Context: an optimization exercise on an open-source flow, tuned for small area. The choices shown serve that exercise and are no tape-out recipe. Function was checked by simulation only, so behaviour that the tests miss may differ from the original. Power figures rest on the tool's default switching activity, not on a simulated workload.

$ cat flow/design.v
module wb_rf_ld (
    input  logic s,
    input  logic d,
    input  logic sn,
    input  logic q,
    output logic y
);
    assign y = (s & d) | (sn & q);
endmodule
module wb_rf_aoi3 (
    input  logic a1, a2,
    input  logic b1, b2,
    input  logic c1, c2,
    output logic y
);
    assign y = ~((a1 & a2) | (b1 & b2) | (c1 & c2));
endmodule
module wb_rf_nand2 (
    input  logic a, b,
    output logic y
);
    assign y = ~(a & b);
endmodule
module wb_rf_nand4 (
    input  logic a, b, c, d,
    output logic y
);
    assign y = ~(a & b & c & d);
endmodule
module wb_rf_nand3 (
    input  logic a, b, c,
    output logic y
);
    assign y = ~(a & b & c);
endmodule
module wb_rf_or3 (
    input  logic a, b, c,
    output logic y
);
    assign y = a | b | c;
endmodule
module wb_rf_rbit (
    input  logic [31:1] sel,
    input  logic [31:1] d,
    output logic        y
);
    logic [10:0] t;
    logic [2:0]  u;
    genvar g;
    generate
        for (g = 0; g < 10; g++) begin : g_aoi
            wb_rf_aoi3 u_aoi (
                .a1(sel[3*g+1]), .a2(d[3*g+1]),
                .b1(sel[3*g+2]), .b2(d[3*g+2]),
                .c1(sel[3*g+3]), .c2(d[3*g+3]),
                .y (t[g])
            );
        end
    endgenerate
    wb_rf_nand2 u_n31 (.a(sel[31]), .b(d[31]), .y(t[10]));
    wb_rf_nand4 u_c0 (.a(t[0]), .b(t[1]), .c(t[2]),  .d(t[3]), .y(u[0]));
    wb_rf_nand4 u_c1 (.a(t[4]), .b(t[5]), .c(t[6]),  .d(t[7]), .y(u[1]));
    wb_rf_nand3 u_c2 (.a(t[8]), .b(t[9]), .c(t[10]),           .y(u[2]));
    wb_rf_or3   u_o  (.a(u[0]), .b(u[1]), .c(u[2]),            .y(y));
endmodule
module wb_regfile #(
    parameter int DATA_W = 32,
    parameter int ADDR_W = 5,
    parameter int CNT_W  = 16
) (
    input  logic              clk,
    input  logic              rst,
    input  logic              we,
    input  logic [ADDR_W-1:0] waddr,
    input  logic [DATA_W-1:0] wdata,
    input  logic              re1,
    input  logic [ADDR_W-1:0] raddr1,
    output logic [DATA_W-1:0] rdata1,
    input  logic              re2,
    input  logic [ADDR_W-1:0] raddr2,
    output logic [DATA_W-1:0] rdata2,
    output logic              trace_valid,
    output logic [ADDR_W-1:0] trace_waddr,
    output logic [DATA_W-1:0] trace_wdata,
    output logic [CNT_W-1:0]  commit_cnt
);
    localparam int NREGS = 2**ADDR_W;
    logic                         commit, commit_n;
    logic [NREGS-1:1]             wsel, wsel_n;
    logic [NREGS-1:1]             valid;
    logic [NREGS-1:1][DATA_W-1:0] mem, mem_d;
    logic [NREGS-1:1]             rsel1, rsel2;
    logic [DATA_W-1:0][NREGS-1:1] col;
    logic [ADDR_W-1:0]            trace_waddr_d;
    logic [DATA_W-1:0]            trace_wdata_d;
    assign commit   = we && (waddr != '0);
    assign commit_n = !commit;
    genvar i, b;
    generate
        for (i = 1; i < NREGS; i++) begin : g_ent
            assign wsel[i]   = we && (waddr == ADDR_W'(i));
            assign wsel_n[i] = !wsel[i];
            for (b = 0; b < DATA_W; b++) begin : g_bit
                wb_rf_ld u_ld (
                    .s(wsel[i]), .d(wdata[b]), .sn(wsel_n[i]), .q(mem[i][b]),
                    .y(mem_d[i][b])
                );
                assign col[b][i] = mem[i][b];
            end
            always_ff @(posedge clk) begin
                mem[i] <= mem_d[i];
            end
            always_ff @(posedge clk or posedge rst) begin
                if (rst)          valid[i] <= 1'b0;
                else if (wsel[i]) valid[i] <= 1'b1;
            end
            assign rsel1[i] = !rst && re1 && valid[i] && (raddr1 == ADDR_W'(i));
            assign rsel2[i] = !rst && re2 && valid[i] && (raddr2 == ADDR_W'(i));
        end
        for (b = 0; b < DATA_W; b++) begin : g_rd
            wb_rf_rbit u_r1 (.sel(rsel1), .d(col[b]), .y(rdata1[b]));
            wb_rf_rbit u_r2 (.sel(rsel2), .d(col[b]), .y(rdata2[b]));
        end
        for (b = 0; b < ADDR_W; b++) begin : g_ta
            wb_rf_ld u_ld (
                .s(commit), .d(waddr[b]), .sn(commit_n), .q(trace_waddr[b]),
                .y(trace_waddr_d[b])
            );
        end
        for (b = 0; b < DATA_W; b++) begin : g_td
            wb_rf_ld u_ld (
                .s(commit), .d(wdata[b]), .sn(commit_n), .q(trace_wdata[b]),
                .y(trace_wdata_d[b])
            );
        end
    endgenerate
    always_ff @(posedge clk or posedge rst) begin
        if (rst) begin
            trace_valid <= 1'b0;
            trace_waddr <= '0;
            trace_wdata <= '0;
        end else begin
            trace_valid <= commit;
            trace_waddr <= trace_waddr_d;
            trace_wdata <= trace_wdata_d;
        end
    end
    always_ff @(posedge clk or posedge rst) begin
        if (rst) begin
            commit_cnt <= '0;
        end else if (commit) begin
            commit_cnt <= commit_cnt + CNT_W'(1);
        end
    end
endmodule
$ cat flow/config.mk
export PLATFORM = sky130hd
export DESIGN_NAME = wb_regfile
export DESIGN_NICKNAME = wb_regfile
export VERILOG_FILES = /design/flow/design.v
export SDC_FILE = /design/flow/constraint.sdc
export NUM_CORES = 4
export LEC_CHECK = 0
export CAP_MARGIN = 20
export CORE_MARGIN = 2
export CORE_UTILIZATION = 40
export SLEW_MARGIN = 20
export SYNTH_HIERARCHICAL = 1
$ cat flow/flow/run.sh
#!/bin/bash
# Standard ORFS layout, with two changes: CTS is told not to add dummy
# loads, and the port buffers use the smallest buffer.
set -e
cp standard.sh standard_sh.log
cp config.mk config_mk.log
export CTS_ARGS="-sink_clustering_enable -repair_clock_nets -dont_use_dummy_load"
export BUFFER_PORTS_ARGS="-buffer_cell sky130_fd_sc_hd__buf_1"
bash standard.sh > standard_run.log 2>&1
$ cat flow/standard.sh
#!/bin/bash
# synth_recipe.tcl (not shown) runs the flow's synth.tcl, then flattens the netlist and writes it again
# the make line also repeats each setting of config.mk as NAME=value (left out here)
make -C /OpenROAD-flow-scripts/flow DESIGN_CONFIG=/design/flow/config.mk WORK_HOME=/design/flow/orfs CLKGATE_MAP_FILE= SYNTH_SCRIPT=/design/flow/synth_recipe.tcl "${@:-finish}"
$ cat flow/constraint.sdc
create_clock -name core_clock -period 8.0 [get_ports {clk}]
set_input_delay 1.6000 -clock core_clock [delete_from_list [all_inputs] [get_ports {clk}]]
set_output_delay 1.6000 -clock core_clock [all_outputs]
set_load 0.01 [all_outputs]
==> reports/qor.yml, run 1 <==
core_area_sq_um: 100400
cts_inserted_buffers: 115
drc: 0
drv_slew: 0
clk_pin_slew_ns: 0.05
htreeDepth: 3
worstSetupStartpointType: "input port"
fmax_mhz: 153.5
dr.pass1.iters: 13
hold_violations: 0
crit_family: "simple AND/OR/NAND/NOR gates"
cts_tree: "done"
critPathSlowestCell: "and3_1"
viasPerCell: 7.896
die_x_um: 322.8
setup-tns-final_ns: 0
worstPathArrival_ns: 4.92
synth_seq_area_share: 0.5408
syn-num-nets: 3383
peakVddDrop_uv: 177.0
period_needed_ns: 6.515
run_status: "finished clean"
drtIter0Drc: 9587
grt_pass1_wl_um: 273300
area_delta_synth_final_pct: 14.84
io_pins: 170
min_period_over_period: 0.8144
worst_pin_slew_ns: 1.250
fin_skew_ns: 0.01534
p_leak_nw: 19.17
place.gp.congestion: 0.8977
critPathBufInv: 4
cts.sink_count: 1077
grt_max_degree: 59
fin_nets: 3746
grt_antenna_before_repair: 10
dp_hpwl_um: 109600
maxCapViolations: 0
endpoint_kind: "output port"
setup.worst_path.class: "in -> out"
antenna_left: 0
vias: 39890
cts_hold_buf: 0
io_buffers: 169
rows: 116
grt.total_usage: 0.3587
worstPathRequired_ns: 6.40
fillerInstances: 9272
postCtsSetupBuffers: 0
yosysUniqueCellTypes: 31
maxSlewHeadroom: 0.1666
die_y_um: 322.8
hold_class: "reg -> reg"
finalSetupViolCount: 0
cpPeakStageDelay_ns: 1.00
dieArea_sq_um: 104200
wl_per_cell_um: 38.75
yosys_warnings: 7
fin_util: 0.4649
rsz0062_at_grt: "false"
syn-cell-area_sq_um: 40660
cp_max_fo: 32
worst_path_most_repeated_cell: "buf_1"
r2r_slack_ns: 6.33
grt_overflow_total: 0
first_global_vias: 37260
start_util: 0.4048
clock_path_buffers: 3
clock_latency_ns: 0.66
drive_above_1_share: 0.08859
synth.avg_cell_area_sq_um: 12.21
crit_chain: "buf_1, inv_4, nand3_1, nor3_1, and3_1, buf_4, a222oi_1, nand4_1, or3_1, buf_1"
cts_root_buffer: "clkbuf_16"
p_per_area_nw_per_um2: 282.4
wl_um: 195800
synthCells: 3330
yosys_register_bits: 1077
post_cts_resized: 0
per-module statistics from Yosys, one instance, submodules excluded, a selection:
module	copies in the design	flip-flops and latches	cells inside
wb_regfile	1	1077	1341
wb_rf_aoi3	640	0	1
wb_rf_ld	1029	0	1
wb_rf_nand2	64	0	1
wb_rf_nand3	64	0	1
wb_rf_nand4	128	0	1
wb_rf_or3	64	0	1
routing by layer:
metal | vias to the layer above | track usage | wire length, um
met5 | - | 0.01065 | 187
met4 | 12 | 0.2044 | 12210
met3 | 684 | 0.1236 | 31290
met2 | 3766 | 0.4834 | 76460
met1 | 19550 | 0.4930 | 75620
li1 | 15880 | - | -
cell usage after synthesis, drive strengths merged:
library cell,count,area share
or4,1,0.00028
xor2,7,0.0015
and4,1,0.00022
dfrtp,85,0.052
nor3b,4,0.00074
ha,1,0.00031
a222oi,640,0.16
xnor2,8,0.0017
nor3,13,0.0016
inv,39,0.0036
and3,62,0.0095
nor4,1,0.00052
dfxtp,992,0.49
or3,65,0.010
clkbuf,2,0.00018
nor2b,9,0.0014
nand3,71,0.0087
or2,4,0.00062
o21ai,1,0.00040
o2111ai,1,0.00065
o211ai,1,0.00052
nand2,104,0.0096
buf,2,0.00025
nand4,131,0.020
nor2,19,0.0018
and2b,1,0.00018
nand2b,32,0.0049
a22o,1029,0.22
and2,4,0.00062
power breakdown:
part | switching, mW | internal, mW | leakage [nW] | total, mW
Sequential | 0.847 | 6.44 | 9.27 | 7.29
Combinational | 0.580 | 0.747 | 8.49 | 1.33
Clock | 2.08 | 2.49 | 1.42 | 4.57
cell type report:
| class | instances | area [sq um] | share of cell area |
|---|---|---|---|
| multi-input cells | 2210 | 18660 | 0.3997 |
| diodes | 4 | 10.01 | 0.0002144 |
| flip-flops and latches | 1077 | 21990 | 0.4709 |
| well taps | 1357 | 1698 | 0.03637 |
| clock buffers | 115 | 2878 | 0.06164 |
| repair buffers | 250 | 1308 | 0.02800 |
| inverters | 39 | 148.9 | 0.003189 |
stage by stage:
step / hold WS (ns) / cells / cell area, sq um / power [mW] / worst slack, ns
floorplan: 0.4403 / 3330 / 40660 / 8.054 / 1.028
global placement: 0.4542 / 4931 / 43750 / 8.572 / 1.742
detailed placement: 0.4617 / 4931 / 43750 / 8.625 / 1.705
CTS: 0.4741 / 5046 / 46630 / 13.13 / 1.701
global route: 0.4942 / 5048 / 46680 / 13.63 / 1.507
finish: 0.4722 / 5052 / 46690 / 13.18 / 1.485
sequential cells by signal, indices dropped and copies added (netlist names):
signal,cells
mem,992
trace_wdata,32
valid,31
commit_cnt,16
trace_waddr,5
trace_valid,1
worst paths after layout:
check | from | depth (start not counted) | endpoint
max reg2reg | commit_cnt[2] | 4 | commit_cnt[15]
max in group asynchronous | rst | 3 | trace_wdata[11]
min in group asynchronous | rst | 2 | valid[30]
min | commit_cnt[15] | 1 | commit_cnt[15]
min reg2reg | commit_cnt[15] | 1 | commit_cnt[15]
max | rst | 10 | rdata2[22]
cells by family after synthesis:
logic type	share of synthesized area
AOI/OAI and AO/OA	0.3808
xor gates and xnor gates	0.003231
adders and majority gates	0.0003077
buffers and inverters	0.004031
DFF	0.5408
and+or+nand+nor	0.07087
layout by cell type (no fill, tap or decap), drive strengths merged, types with 4 or more instances in the layout:
| cell type | netlist | routed |
|---|---|---|
| nand3 | 71 | 71 |
| nand4 | 131 | 131 |
| buf | 2 | 218 |
| dfxtp | 992 | 992 |
| nand2b | 32 | 32 |
| nor2b | 9 | 9 |
| and3 | 62 | 62 |
| xnor2 | 8 | 8 |
| diode | 0 | 4 |
| nor3b | 4 | 4 |
| dfrtp | 85 | 85 |
| nor3 | 13 | 13 |
| a222oi | 640 | 640 |
| or2 | 4 | 4 |
| a22o | 1029 | 1029 |
| clkbuf | 2 | 147 |
| nand2 | 104 | 104 |
| xor2 | 7 | 7 |
| nor2 | 19 | 19 |
| or3 | 65 | 65 |
| and2 | 4 | 4 |
| inv | 39 | 39 |
==> run 2: changes to the inputs <==
==> flow/run.sh (new file) <==
#!/bin/bash
# synth_recipe.tcl (not shown) runs the flow's synth.tcl, then flattens the netlist and writes it again
# the make line also repeats each setting of config.mk as NAME=value (left out here)
make -C /OpenROAD-flow-scripts/flow DESIGN_CONFIG=/design/flow/config.mk WORK_HOME=/design/flow/orfs CLKGATE_MAP_FILE= SYNTH_SCRIPT=/design/flow/synth_recipe.tcl finish
--- a/flow/config.mk
+++ b/flow/config.mk
@@ -10,2 +10,4 @@
 export CORE_UTILIZATION = 40
+export CTS_BUF_LIST = sky130_fd_sc_hd__clkbuf_4
+export CTS_CLUSTER_SIZE = 20
 export SLEW_MARGIN = 20
removed: flow/flow/run.sh
removed: flow/standard.sh
==> run 2 against run 1 <==
Effect of this change: total power rose by 3.6%; combinational power rose by 7%; critical path type unchanged; flip-flop and latch count did not move; die area did not move; final cell count rose by 8.6%; clock power rose by 8.3%; utilization rose by 2.0 points; clock-buffer cell count rose by 324; synthesized cell count did not move; critical path depth fell by 1; global-route usage rose by 1.1 points; register-to-register slack got worse by 0.02 ns; still clean; highest routed layer unchanged.
==> reports/qor.yml, run 2 <==
fillerInstances: 9266
cts_tree: "done"
cts_hold_buf: 0
maxSlewHeadroom: 0.1378
synth_ff_type: "dfxtp_1"
synth_top_area_cell: "dfxtp_1"
pwr-share-clk: 0.363
cp_max_fo: 30
register_area_sq_um: 21990
multiInputGateArea_sq_um: 18640
grt_max_degree: 71
rr_startpoint: "commit_cnt[2]"
drc: 0
yosys.area.top_type_share: 0.4884
grt.total_usage: 0.3694
synth_commonest_cells: "1029 x a22o_1, 992 x dfxtp_1, 640 x a222oi_1"
fmax_mhz: 138.8
grt_use_met3: 0.1474
layout_commonest_cell: "a22o_1"
layout_common_cells: "1029 x a22o_1, 992 x dfxtp_1, 640 x a222oi_1"
largestRegisters: "mem x992, trace_wdata x32, valid x31"
p_leak_nw: 20.48
cts.sink_count: 1077
grt_overflow_total: 0
dieArea_sq_um: 104200
area_delta_synth_final_pct: 19.84
wl_um: 200900
syn-num-nets: 3383
first_global_vias: 39070
place.gp.congestion: 0.8912
run_status: "finished clean"
post_cts_resized: 0
top_register: "mem"
worstSetupStartpointType: "input port"
combinationalPowerShare: 0.104
total_power_mw: 13.66
p_seq_frac: 0.533
worst_pin_slew_ns: 1.293
grt_antenna_before_repair: 16
largest_register_ffs: 992
holdPathEnd: "valid[20]"
postCtsSetupBuffers: 0
hold_violations: 0
rsz0062_at_grt: "false"
drv_slew: 0
min-delay-start: "valid[20]"
fin_nets: 3975
die_x_um: 322.8
dr.pass1.iters: 13
cts_root_buffer: "clkbuf_4"
setup-tns-final_ns: 0
ys_async_sr_fraction: 0.07892
synth-edff-count: 0
dp_slack_ns: 0.9317
p_per_area_nw_per_um2: 280.3
min_path_cells: 1
start_util: 0.4048
post-synth-top-count-cell: "a22o_1"
sw_frac_of_total: 0.2781
htreeDepth: 5
vias: 41430
grt_pass1_wl_um: 280500
synth_seq_area_share: 0.5408
cts_inserted_buffers: 301
timing.final.ws_setup_ns: 0.7972
die_y_um: 322.8
fin_skew_ns: 0.03097
worstPathRequired_ns: 6.40
viasPerCell: 7.551
clock_path_buffers: 4
finalSetupViolCount: 0
io_buffers: 169
dp_hpwl_um: 111100
min_period_over_period: 0.9003
endpoint_kind: "output port"
drive_above_1_share: 0.1615
clock_latency_ns: 1.14
synth_area_leaders: "dfxtp_1 49%, a22o_1 22%, a222oi_1 16%, dfrtp_1 5.2%, nand4_1 2.0%"
io_pins: 170
clk_pin_slew_ns: 0.06
setup.worst_path.class: "in -> out"
r2r_slack_ns: 6.31
rows: 116
reg2reg_depth: 4
peakVddDrop_uv: 131.7
synthCells: 3330
hold_class: "reg -> reg"
p_int_mw: 9.859
period_needed_ns: 7.203
r2r-end: "commit_cnt[15]"
yosys_register_bits: 1077
wl_per_cell_um: 36.62
antenna_left: 0
yosys_warnings: 7
switchingPower_mw: 3.798
maxCapViolations: 0
yosysUniqueCellTypes: 31
core_area_sq_um: 100400
grt.busiest_layer: "met1"
grtUsageMet1: 0.4965
worstPathArrival_ns: 5.60
use_met2: 0.4910
syn-cell-area_sq_um: 40660
drtIter0Drc: 9968
synth.avg_cell_area_sq_um: 12.21
[run 2: cell counts after synthesis]
No cell type changed its count.
[run 2: Yosys stat by module, one instance, submodules excluded, a selection]
module       cells  area [sq um]
wb_rf_nand4      1         6.256
wb_rf_nand3      1         5.005
wb_regfile    1341         23480
wb_rf_ld         1         8.758
wb_rf_or3        1         6.256
wb_rf_nand2      1         3.754
wb_rf_aoi3       1         10.01
[run 2: per-layer routing]
layer,vias up,share of wire,wire [um]
li1,16640,-,-
met1,20080,0.38,76900
met2,3921,0.39,77660
met3,778,0.16,33110
met4,12,0.066,13190
met5,-,0.00040,81
[run 2: logic make-up (layout without fill, tap and decap cells)]
| logic type | Yosys count | count (layout) | synth area share |
|---|---|---|---|
| buffers and inverters | 43 | 830 | 0.004031 |
| and+or+nand+nor | 522 | 522 | 0.07087 |
| AOI/OAI and AO/OA | 1672 | 1672 | 0.3808 |
| DFF | 1077 | 1077 | 0.5408 |
| xor gates and xnor gates | 15 | 15 | 0.003231 |
| other | 0 | 13 | 0 |
| adders and majority gates | 1 | 1 | 0.0003077 |
[run 2: worst max-delay path: stages]
cell and delay, ns:
clkdlybuf4s50_1 0.44, inv_4 0.22, nand3_1 0.19, nor3_1 0.39, and3_2 1.07, a222oi_1 0.24
nand4_1 0.61, or3_1 0.25, clkdlybuf4s50_1 0.56
[run 2: worst max-delay path by stage]
stage / startpoint / end / cells past startpoint
after global routing: rst / rdata1[22] / 9
after detailed placement: rst / rdata1[30] / 10
after global placement: rst / rdata1[30] / 10
after floorplan: rst / rdata2[0] / 7
after CTS: rst / rdata1[30] / 10
final: rst / rdata1[22] / 9
[run 2: cell type report]
| type | count | area share |
|---|---|---|
| inverter | 39 | 0.003056 |
| timing repair buffer | 293 | 0.05377 |
| multi-input combinational | 2210 | 0.3826 |
| clock inverter | 59 | 0.006214 |
| antenna | 13 | 0.0006676 |
| sequential | 1077 | 0.4512 |
| clock buffer | 439 | 0.06764 |
| tap | 1357 | 0.03485 |
[run 2: stage by stage]
step / hold slack [ns] / util / cell area [sq um] / std cells
final: 0.4783 / 0.4851 / 48730 / 5487
after floorplan: 0.4403 / - / 40660 / 3330
after global routing: 0.4939 / 0.4851 / 48720 / 5484
after detailed placement: 0.4577 / 0.4487 / 45070 / 4975
after CTS: 0.4763 / 0.4845 / 48660 / 5473
after global placement: 0.4550 / 0.4483 / 45020 / 4973
[run 2: power groups by stage]
| stage | clock, mW | combinational (mW) | sequential, mW |
|---|---|---|---|
| 6_report | 4.95 | 1.42 | 7.28 |
| 5_1_grt | 5.29 | 1.52 | 7.40 |
| 4_1_cts | 4.98 | 1.40 | 7.24 |
| 3_5_place_dp | 0 | 1.40 | 7.33 |
| 3_3_place_gp | 0 | 1.35 | 7.32 |
| 2_1_floorplan | 0 | 0.923 | 7.13 |
==> run 3: changes to the inputs <==
--- a/flow/config.mk
+++ b/flow/config.mk
@@ -10,4 +10,2 @@
 export CORE_UTILIZATION = 40
-export CTS_BUF_LIST = sky130_fd_sc_hd__clkbuf_4
-export CTS_CLUSTER_SIZE = 20
 export SLEW_MARGIN = 20
==> run 3 against run 2 <==
Effect of this change: utilization increased by 0.16 points; synthesized cell count unchanged; global-route usage decreased by 0.51 points; first-iteration DRC count increased by 0.75%; total power increased by 2.9%; sequential power about the same; largest cell class unchanged; clock power increased by 8.1%; register-to-register slack about the same; still clean on timing, DRC and antenna; die area unchanged; non-clock buffer count increased by 1; final area increased by 0.33%; critical path type unchanged; flip-flop and latch count unchanged.
==> reports/qor.yml, run 3 <==
run_status: "finished clean"
worst_path_most_repeated_cell: "clkdlybuf4s50_1"
worstSetupStartpointType: "input port"
yosys.area_share.simple: 0.07087
cts_tree: "done"
core_area_sq_um: 100400
synthCells: 3330
htreeDepth: 3
rows: 116
antenna_left: 0
yosysUniqueCellTypes: 31
finalSetupViolCount: 0
worstPathRequired_ns: 6.40
drive_above_1_share: 0.1048
min_period_over_period: 0.9045
timing.final.ws_setup_ns: 0.7644
first_global_vias: 37480
drc: 0
largestRegisters: "mem x992, trace_wdata x32, valid x31"
die_y_um: 322.8
top_register: "mem"
maxCapViolations: 0
post_cts_resized: 0
fillerInstances: 9027
dp_hpwl_um: 111100
peakVddDrop_uv: 200.0
syn-num-nets: 3383
synth_top_area_cell: "dfxtp_1"
synth-compound-area-share: 0.3808
critPathBufInv: 3
grt.total_usage: 0.3643
multiInputGateArea_sq_um: 18640
place.gp.congestion: 0.8912
endpoint_kind: "output port"
cts_hold_buf: 0
period_needed_ns: 7.236
post-synth-top-count-cell: "a22o_1"
worst_pin_slew_ns: 1.293
synth-adder-area-share: 0.0003077
maxSlewHeadroom: 0.1379
area_delta_synth_final_pct: 20.24
worstPathArrival_ns: 5.64
synth_top_family_by_area: "compound AO/OA/AOI/OAI gates"
dr.pass1.iters: 13
hold_violations: 0
synth-edff-count: 0
fin_skew_ns: 0.003941
cts.sink_count: 1077
register_area_sq_um: 21990
crit_chain: "clkdlybuf4s50_1, inv_4, nand3_1, nor3_1, and3_2, a222oi_1, nand4_1, or3_1, clkdlybuf4s50_1"
ys_async_sr_fraction: 0.07892
setup-tns-final_ns: 0
postCtsSetupBuffers: 0
grt_pass1_wl_um: 276600
io_pins: 170
grt_antenna_before_repair: 12
hold_class: "reg -> reg"
largest_register_ffs: 992
cpPeakStageDelay_ns: 1.05
grt_overflow_total: 0
layout_commonest_cell: "a22o_1"
cts_root_buffer: "clkbuf_16"
synth.avg_cell_area_sq_um: 12.21
layout_common_cells: "1029 x a22o_1, 992 x dfxtp_1, 640 x a222oi_1"
synth_seq_area_share: 0.5408
p_leak_nw: 20.18
cts_inserted_buffers: 113
dieArea_sq_um: 104200
grt_max_degree: 71
p_per_area_nw_per_um2: 287.6
synth_commonest_cells: "1029 x a22o_1, 992 x dfxtp_1, 640 x a222oi_1"
wl_per_cell_um: 38.31
viasPerCell: 7.779
syn-cell-area_sq_um: 40660
fin_nets: 3788
critPathSlowestCell: "and3_2"
io_buffers: 169
clock_path_buffers: 3
start_util: 0.4048
vias: 40340
crit_family: "simple AND/OR/NAND/NOR gates"
synth_area_leaders: "dfxtp_1 49%, a22o_1 22%, a222oi_1 16%, dfrtp_1 5.2%, nand4_1 2.0%"
yosys_warnings: 7
clk_pin_slew_ns: 0.06
rsz0062_at_grt: "false"
synth.mux.area_fraction: 0
setup.worst_path.class: "in -> out"
r2r_slack_ns: 6.32
die_x_um: 322.8
wl_um: 198700
drv_slew: 0
dp_slack_ns: 0.9317
yosys_register_bits: 1077
synth_ff_type: "dfxtp_1"
drtIter0Drc: 10040
cp_max_fo: 30
yosys.area.top_type_share: 0.4884
fmax_mhz: 138.2
clock_latency_ns: 0.71
synth_xor_area_frac: 0.003231
## run 3: cell count changes in the layout (fill, tap and decap cells not counted), moves of 4 or more
cell        previous run  this run
clkbuf_16              0       115
clkbuf_1               0        23
clkinvlp_4             0         4
diode_2               13         2
clkbuf_4             439         0
clkinv_1              50         1
clkinv_2               2        19
clkbuf_8               0        34
inv_6                  0         4
inv_2                  6         1
## run 3: per-module statistics from Yosys, one instance, submodules excluded, a selection
module / copies in the design / area, sq um / flops+latches
wb_rf_nand3: 64 / 5.005 / 0
wb_rf_or3: 64 / 6.256 / 0
wb_regfile: 1 / 23480 / 1077
wb_rf_ld: 1029 / 8.758 / 0
wb_rf_nand4: 128 / 6.256 / 0
wb_rf_aoi3: 640 / 10.01 / 0
wb_rf_nand2: 64 / 3.754 / 0
## run 3: report_power, final
part           internal (mW)  switching, mW  leakage, nW
combinational          0.836          0.585         9.05
sequential              6.44          0.853         9.27
clock                   3.08           2.27         1.86
total                   10.3           3.71         20.2
## run 3: per-layer routing
metal / GRT usage / vias up / wire, um
met5: 0.007407 / - / 134
met4: 0.2111 / 6 / 13370
met3: 0.1392 / 744 / 32300
met2: 0.4858 / 3828 / 76490
met1: 0.4953 / 19690 / 76390
li1: - / 16080 / -
## run 3: final timing paths
path,startpoint,to,cells after the start
setup / recovery,rst,rdata1[22],9
hold / removal,valid[20],valid[20],1
setup reg to reg,commit_cnt[2],commit_cnt[15],4
hold reg to reg,valid[20],valid[20],1
max in group asynchronous,rst,trace_wdata[14],3
min in group asynchronous,rst,valid[22],2
## run 3: cells by family (layout without fill, tap and decap cells)
logic type      after synthesis  count (layout)
compound gates             1672            1672
xor+xnor                     15              15
fa+ha+maj                     1               1
buf+inv                      43             540
flops                      1077            1077
other cells                   0               2
simple gates                522             522
## run 3: through the flow
step	utilization	hold WS, ns	power [mW]	instance area [sq um]	instances
3_5_place_dp	0.4487	0.4577	8.726	45070	4975
3_3_place_gp	0.4483	0.4550	8.670	45020	4973
2_1_floorplan	-	0.4403	8.054	40660	3330
4_1_cts	0.4862	0.4775	14.00	48830	5182
5_1_grt	0.4867	0.4939	14.50	48880	5185
6_report	0.4867	0.4797	14.06	48890	5186
## run 3: final cells by class
| cell class | instances | area share |
|---|---|---|
| Antenna cell | 2 | 0.0001024 |
| Clock buffer | 172 | 0.07020 |
| Clock inverter | 35 | 0.006782 |
| Inverter | 39 | 0.003046 |
| Multi-Input combinational cell | 2210 | 0.3812 |
| Sequential cell | 1077 | 0.4497 |
| Tap cell | 1357 | 0.03473 |
| Timing Repair Buffer | 294 | 0.05416 |
==> run 4: changes to the inputs <==
==> flow/flow/run.sh (new file) <==
#!/bin/bash
# The standard ORFS layout (standard.sh, standard synthesis unchanged),
# with two changes to the steps after placement:
# - port buffers use the smallest buffer, sky130_fd_sc_hd__buf_1;
# - CTS clusters up to 25 flip-flops per leaf buffer within 100 um and adds
#   no dummy loads.
# Each tool's full output is in the ORFS logs under orfs/logs/; make's own
# output is in standard_run.log.
set -euo pipefail
export CTS_ARGS="-sink_clustering_enable -repair_clock_nets -dont_use_dummy_load -sink_clustering_size 25 -sink_clustering_max_diameter 100"
export BUFFER_PORTS_ARGS="-buffer_cell sky130_fd_sc_hd__buf_1"
bash standard.sh > standard_run.log 2>&1
==> flow/standard.sh (new file) <==
#!/bin/bash
# synth_recipe.tcl (not shown) runs the flow's synth.tcl, then flattens the netlist and writes it again
# the make line also repeats each setting of config.mk as NAME=value (left out here)
make -C /OpenROAD-flow-scripts/flow DESIGN_CONFIG=/design/flow/config.mk WORK_HOME=/design/flow/orfs CLKGATE_MAP_FILE= SYNTH_SCRIPT=/design/flow/synth_recipe.tcl "${@:-finish}"
removed: flow/run.sh
==> run 4 against run 3 <==
Effect of this change: still clean on timing, DRC and antenna; clock-buffer cell count shrank 122; first-iteration DRC count shrank 5.6%; final cell count shrank 3.8%; critical path depth grew 1; utilization shrank 3.8 points; critical path type unchanged; highest routed layer unchanged.
==> reports/qor.yml, run 4 <==
fin_util: 0.4485
start_util: 0.4048
wl_um: 193600
fmax_mhz: 153.7
rsz0062_at_grt: "false"
cts_root_buffer: "clkbuf_16"
synth_seq_area_share: 0.5408
reg2reg_depth: 4
setup.worst_path.class: "in -> out"
register_area_sq_um: 21990
peakVddDrop_uv: 187.6
synth_ff_type: "dfxtp_1"
cts_inserted_buffers: 50
layout_commonest_cell: "a22o_1"
cts_hold_buf: 0
post_cts_resized: 0
yosys_register_bits: 1077
yosysUniqueCellTypes: 31
viasPerCell: 7.926
syn-cell-area_sq_um: 40660
clock_latency_ns: 0.64
p_leak_nw: 18.36
multiInputGateArea_sq_um: 18660
synth.avg_cell_area_sq_um: 12.21
synth_area_leaders: "dfxtp_1 49%, a22o_1 22%, a222oi_1 16%, dfrtp_1 5.2%, nand4_1 2.0%"
die_x_um: 322.8
critPathLaunch: "rst"
antenna_left: 0
synth-edff-count: 0
die_y_um: 322.8
dp_cells: 4931
final_area_sq_um: 45050
rows: 116
cp_max_fo: 32
synthCells: 3330
first_global_vias: 36500
grt_overflow_total: 0
maxCapViolations: 0
clk_pin_slew_ns: 0.10
final_cells: 4988
crit_path_end: "rdata2[22]"
setup-tns-final_ns: 0
hold_class: "reg -> reg"
worstPathRequired_ns: 6.40
endpoint_kind: "output port"
dr.pass1.iters: 13
drive_above_1_share: 0.07200
dp_hpwl_um: 109600
grt_max_degree: 59
fin_skew_ns: 0.01023
vias: 39540
fin_nets: 3680
r2r_slack_ns: 6.34
htreeDepth: 2
layout_common_cells: "1029 x a22o_1, 992 x dfxtp_1, 640 x a222oi_1"
worst_pin_slew_ns: 1.284
rr_startpoint: "commit_cnt[2]"
place.gp.congestion: 0.8977
drv_slew: 0
cts_tree: "done"
finalSetupViolCount: 0
yosys.area.top_type_share: 0.4884
syn-num-nets: 3383
min-delay-start: "commit_cnt[15]"
post-synth-top-count-cell: "a22o_1"
synth_top_area_cell: "dfxtp_1"
core_area_sq_um: 100400
cts.sink_count: 1077
wl_per_cell_um: 38.81
synth_commonest_cells: "1029 x a22o_1, 992 x dfxtp_1, 640 x a222oi_1"
min_path_cells: 1
clock_path_buffers: 3
min_period_over_period: 0.8133
grt_pass1_wl_um: 270100
p_per_area_nw_per_um2: 254.9
io_buffers: 169
run_status: "finished clean"
period_needed_ns: 6.507
hold_violations: 0
r2r-end: "commit_cnt[15]"
worstSetupStartpointType: "input port"
fillerInstances: 9412
grt_antenna_before_repair: 12
place_area_sq_um: 43750
drtIter0Drc: 9478
yosys_warnings: 7
io_pins: 170
grt.total_usage: 0.3541
drc: 0
worstPathArrival_ns: 4.91
postCtsSetupBuffers: 0
top_register: "mem"
maxSlewHeadroom: 0.1437
ys_async_sr_fraction: 0.07892
largestRegisters: "mem x992, trace_wdata x32, valid x31"
largest_register_ffs: 992
dieArea_sq_um: 104200
area_delta_synth_final_pct: 10.80
total_power_mw: 11.48
-- run 4: area by class of cell --
class,instances,area share
clock buffers,50,0.02777
diodes,6,0.0003333
repair buffers,249,0.02858
flip-flops and latches,1077,0.4881
inverters,39,0.003305
multi-input cells,2210,0.4143
well taps,1357,0.03769
-- run 4: layer usage --
metal | up-vias | GRT usage | part of all wire
met1 | 19460 | 0.4930 | 0.39
li1 | 15760 | - | -
met2 | 3668 | 0.4808 | 0.39
met4 | 10 | 0.1895 | 0.062
met3 | 637 | 0.1136 | 0.16
met5 | - | 0.01898 | 0.0013
-- run 4: logic make-up after synthesis --
logic type,share of synthesized area
fa+ha+maj,0.0003077
xor+xnor,0.003231
flops,0.5408
simple gates,0.07087
compound gates,0.3808
buf+inv,0.004031
-- run 4: worst min path at each step --
stage / to / slack, ns
after floorplan: valid[10] / 0.44
after global placement: valid[24] / 0.45
after detailed placement: valid[24] / 0.46
after CTS: commit_cnt[15] / 0.48
after global routing: commit_cnt[15] / 0.50
final: commit_cnt[15] / 0.48
-- run 4: Yosys stat by module (local to each module, per instance), excerpt --
| module | flip-flops and latches | copies in the design | cell area [sq um] |
|---|---|---|---|
| wb_rf_nand4 | 0 | 128 | 6.256 |
| wb_rf_nand3 | 0 | 64 | 5.005 |
| wb_rf_nand2 | 0 | 64 | 3.754 |
| wb_rf_or3 | 0 | 64 | 6.256 |
| wb_rf_aoi3 | 0 | 640 | 10.01 |
| wb_rf_ld | 0 | 1029 | 8.758 |
| wb_regfile | 1077 | 1 | 23480 |
-- run 4: where the power goes --
part	total (mW)	switching, mW	internal [mW]
logic	1.32	0.578	0.747
clock network	2.89	1.77	1.12
registers	7.27	0.845	6.42
-- run 4: per-stage QoR --
| step | hold slack, ns | setup slack [ns] |
|---|---|---|
| 6_report | 0.4797 | 1.493 |
| 5_1_grt | 0.5016 | 1.504 |
| 4_1_cts | 0.4808 | 1.701 |
| 3_5_place_dp | 0.4617 | 1.705 |
| 3_3_place_gp | 0.4542 | 1.742 |
| 2_1_floorplan | 0.4403 | 1.028 |
-- run 4: worst max-delay path: stages --
cell and delay, ns:
buf_1 0.10, inv_4 0.31, nand3_1 0.25, nor3_1 0.32, and3_1 1.00, buf_4 0.44, a222oi_1 0.15, nand4_1 0.30
or3_1 0.24, buf_1 0.17
==> run 5: changes to the inputs <==
==> flow/flow/run.sh (replaced) <==
#!/bin/bash
# The standard ORFS layout (standard.sh, standard synthesis unchanged),
# with two changes to the steps after placement:
# - port buffers use the smallest buffer, sky130_fd_sc_hd__buf_1;
# - CTS uses clkbuf_8, clusters up to 16 flip-flops per leaf buffer within 80 um, and adds
#   no dummy loads.
# Each tool's full output is in the ORFS logs under orfs/logs/; make's own
# output is in standard_run.log.
set -euo pipefail
export CTS_ARGS="-sink_clustering_enable -repair_clock_nets -dont_use_dummy_load -sink_clustering_size 16 -sink_clustering_max_diameter 80 -buf_list sky130_fd_sc_hd__clkbuf_8"
export BUFFER_PORTS_ARGS="-buffer_cell sky130_fd_sc_hd__buf_1"
bash standard.sh > standard_run.log 2>&1
==> run 5 against run 4 <==
Effect of this change: flip-flop and latch count unchanged; clock skew increased by 0.050 ns; worst setup slack improved by 0.017 ns; first-iteration DRC count decreased by 3.5%; sequential share of layout area increased by 0.18 points; combinational power about the same; wire length increased by 0.64%; synthesized cell count unchanged; worst hold slack got worse by 0.00062 ns; maximum frequency increased by 0.26%.
==> reports/qor.yml, run 5 <==
clk_pin_slew_ns: 0.09
ys_async_sr_fraction: 0.07892
hold_violations: 0
syn-cell-area_sq_um: 40660
core_area_sq_um: 100400
cp_max_fo: 32
die_y_um: 322.8
layout_commonest_cell: "a22o_1"
largestRegisters: "mem x992, trace_wdata x32, valid x31"
layout_common_cells: "1029 x a22o_1, 992 x dfxtp_1, 640 x a222oi_1"
cts_hold_buf: 0
htreeDepth: 3
drv_slew: 0
postCtsSetupBuffers: 0
area_delta_synth_final_pct: 10.40
period_needed_ns: 6.490
worstSetupStartpointType: "input port"
synth_ff_type: "dfxtp_1"
critPathLaunch: "rst"
yosys_warnings: 7
maxCapViolations: 0
peakVddDrop_uv: 146.7
vias: 39710
fmax_mhz: 154.1
post_cts_resized: 0
wl_um: 194800
dp_cells: 4931
cts_inserted_buffers: 79
antenna_left: 0
top_register: "mem"
io_buffers: 169
die_x_um: 322.8
synth_seq_area_share: 0.5408
grt.total_usage: 0.3568
clock_path_buffers: 3
wl_per_cell_um: 38.83
synthCells: 3330
grt_pass1_wl_um: 271300
start_util: 0.4048
largest_register_ffs: 992
synth_area_leaders: "dfxtp_1 49%, a22o_1 22%, a222oi_1 16%, dfrtp_1 5.2%, nand4_1 2.0%"
synth.avg_cell_area_sq_um: 12.21
worstPathRequired_ns: 6.40
io_pins: 170
rr_startpoint: "commit_cnt[2]"
endpoint_kind: "output port"
p_leak_nw: 18.32
run_status: "finished clean"
yosysUniqueCellTypes: 31
post-synth-top-count-cell: "a22o_1"
grt_overflow_total: 0
grt_antenna_before_repair: 12
min_period_over_period: 0.8112
place.gp.congestion: 0.8977
multiInputGateArea_sq_um: 18660
yosys_register_bits: 1077
finalSetupViolCount: 0
fin_skew_ns: 0.06009
clock_latency_ns: 0.75
final_cells: 5018
drive_above_1_share: 0.07937
first_global_vias: 36670
cts_tree: "done"
grt_max_degree: 59
rows: 116
rsz0062_at_grt: "false"
setup.worst_path.class: "in -> out"
cts_root_buffer: "clkbuf_8"
drc: 0
register_area_sq_um: 21990
cts.sink_count: 1077
drtIter0Drc: 9147
viasPerCell: 7.914
min-delay-start: "commit_cnt[15]"
dr.pass1.iters: 14
synth_commonest_cells: "1029 x a22o_1, 992 x dfxtp_1, 640 x a222oi_1"
yosys.area.top_type_share: 0.4884
worstPathArrival_ns: 4.89
setup-tns-final_ns: 0
hold_class: "reg -> reg"
synth-edff-count: 0
r2r_slack_ns: 6.28
worst_pin_slew_ns: 1.306
syn-num-nets: 3383
p_per_area_nw_per_um2: 251.7
maxSlewHeadroom: 0.1293
dieArea_sq_um: 104200
dp_hpwl_um: 109600
fin_nets: 3709
synth_top_area_cell: "dfxtp_1"
fillerInstances: 9461
==> run 5: per-stage QoR <==
step	power [mW]	util	area [sq um]	worst slack [ns]	hold WS [ns]
after floorplan	8.054	-	40660	1.028	0.4403
after global placement	8.572	0.4356	43750	1.742	0.4542
after detailed placement	8.625	0.4356	43750	1.705	0.4617
after CTS	11.23	0.4464	44840	1.701	0.4809
after global routing	11.71	0.4468	44870	1.416	0.5015
final	11.30	0.4469	44890	1.510	0.4791
==> run 5: where the power goes <==
| group | switching [mW] | total, mW | internal [mW] |
|---|---|---|---|
| combinational | 0.579 | 1.33 | 0.747 |
| clock | 1.81 | 2.70 | 0.889 |
| sequential | 0.845 | 7.27 | 6.42 |
==> run 5: final timing paths <==
kind / to / cells past startpoint
max: rdata2[22] / 10
min reg2reg: commit_cnt[15] / 1
max reg2reg: commit_cnt[10] / 4
min: commit_cnt[15] / 1
min in group asynchronous: valid[30] / 2
max in group asynchronous: trace_wdata[11] / 3
==> run 5: worst max-delay path: stages <==
cell	delay (ns)
buf_1	0.10
inv_4	0.31
nand3_1	0.24
nor3_1	0.32
and3_1	1.00
buf_4	0.43
a222oi_1	0.15
nand4_1	0.31
or3_1	0.24
buf_1	0.17
==> run 5: metal layers <==
metal,track usage,part of all wire,vias up,routed length (um)
met2,0.4834,0.39,3761,76810
met1,0.4943,0.39,19530,76170
met3,0.1186,0.16,619,30590
met4,0.1944,0.057,8,11100
met5,0.01296,0.00084,-,164
li1,-,-,15790,-
==> run 5: modules after synthesis, one instance, submodules excluded, excerpt <==
module | cells inside | flops+latches
wb_regfile | 1341 | 1077
wb_rf_aoi3 | 1 | 0
wb_rf_ld | 1 | 0
wb_rf_nand2 | 1 | 0
wb_rf_nand3 | 1 | 0
wb_rf_nand4 | 1 | 0
wb_rf_or3 | 1 | 0
==> run 5: cells by family after synthesis <==
group / after synthesis / share of synthesized area
AO/OA/AOI/OAI: 1672 / 0.3808
XOR/XNOR: 15 / 0.003231
adder cells (fa/ha/maj): 1 / 0.0003077
buffers and inverters: 43 / 0.004031
flip-flops: 1077 / 0.5408
AND/OR/NAND/NOR: 522 / 0.07087
==> run 5: layout make-up <==
| cell class | count | share of cell area |
|---|---|---|
| flip-flops and latches | 1077 | 0.4898 |
| clock buffers | 79 | 0.02422 |
| multi-input cells | 2210 | 0.4157 |
| inverters | 39 | 0.003317 |
| repair buffers | 249 | 0.02868 |
| well taps | 1357 | 0.03783 |
| diodes | 7 | 0.0003902 |

port drivers added, routing unchanged:
How much do the figures lean on ideal ports? The routed layouts below were timed once more, with nothing changed but the port constraints.
Step 1, drivers: a clkbuf_16 drives clk and a buf_2 each remaining input, both assumed.
Step 2, shift: input delay + t, output delay - t, t = (earliest + latest rising clock arrival at the registers) / 2. This alone moves slack from input paths to output paths.
Slacks: no drivers / after step 1 / after step 2; pairs: no drivers / after step 1.
run	t, ns	slack for setup (ns)	worst setup path at the end	worst data-port slew with drivers (ns)
run 1	0.747	1.485 / 1.462 / 1.462	input to output	0.06
run 2	1.218	0.797 / 0.774 / 0.774	input to output	0.05
run 3	0.774	0.764 / 0.741 / 0.741	input to output	0.05
run 4	0.717	1.493 / 1.470 / 1.470	input to output	0.07
run 5	0.800	1.510 / 1.487 / 1.487	input to output	0.07
After both steps every run listed still meets setup and hold.
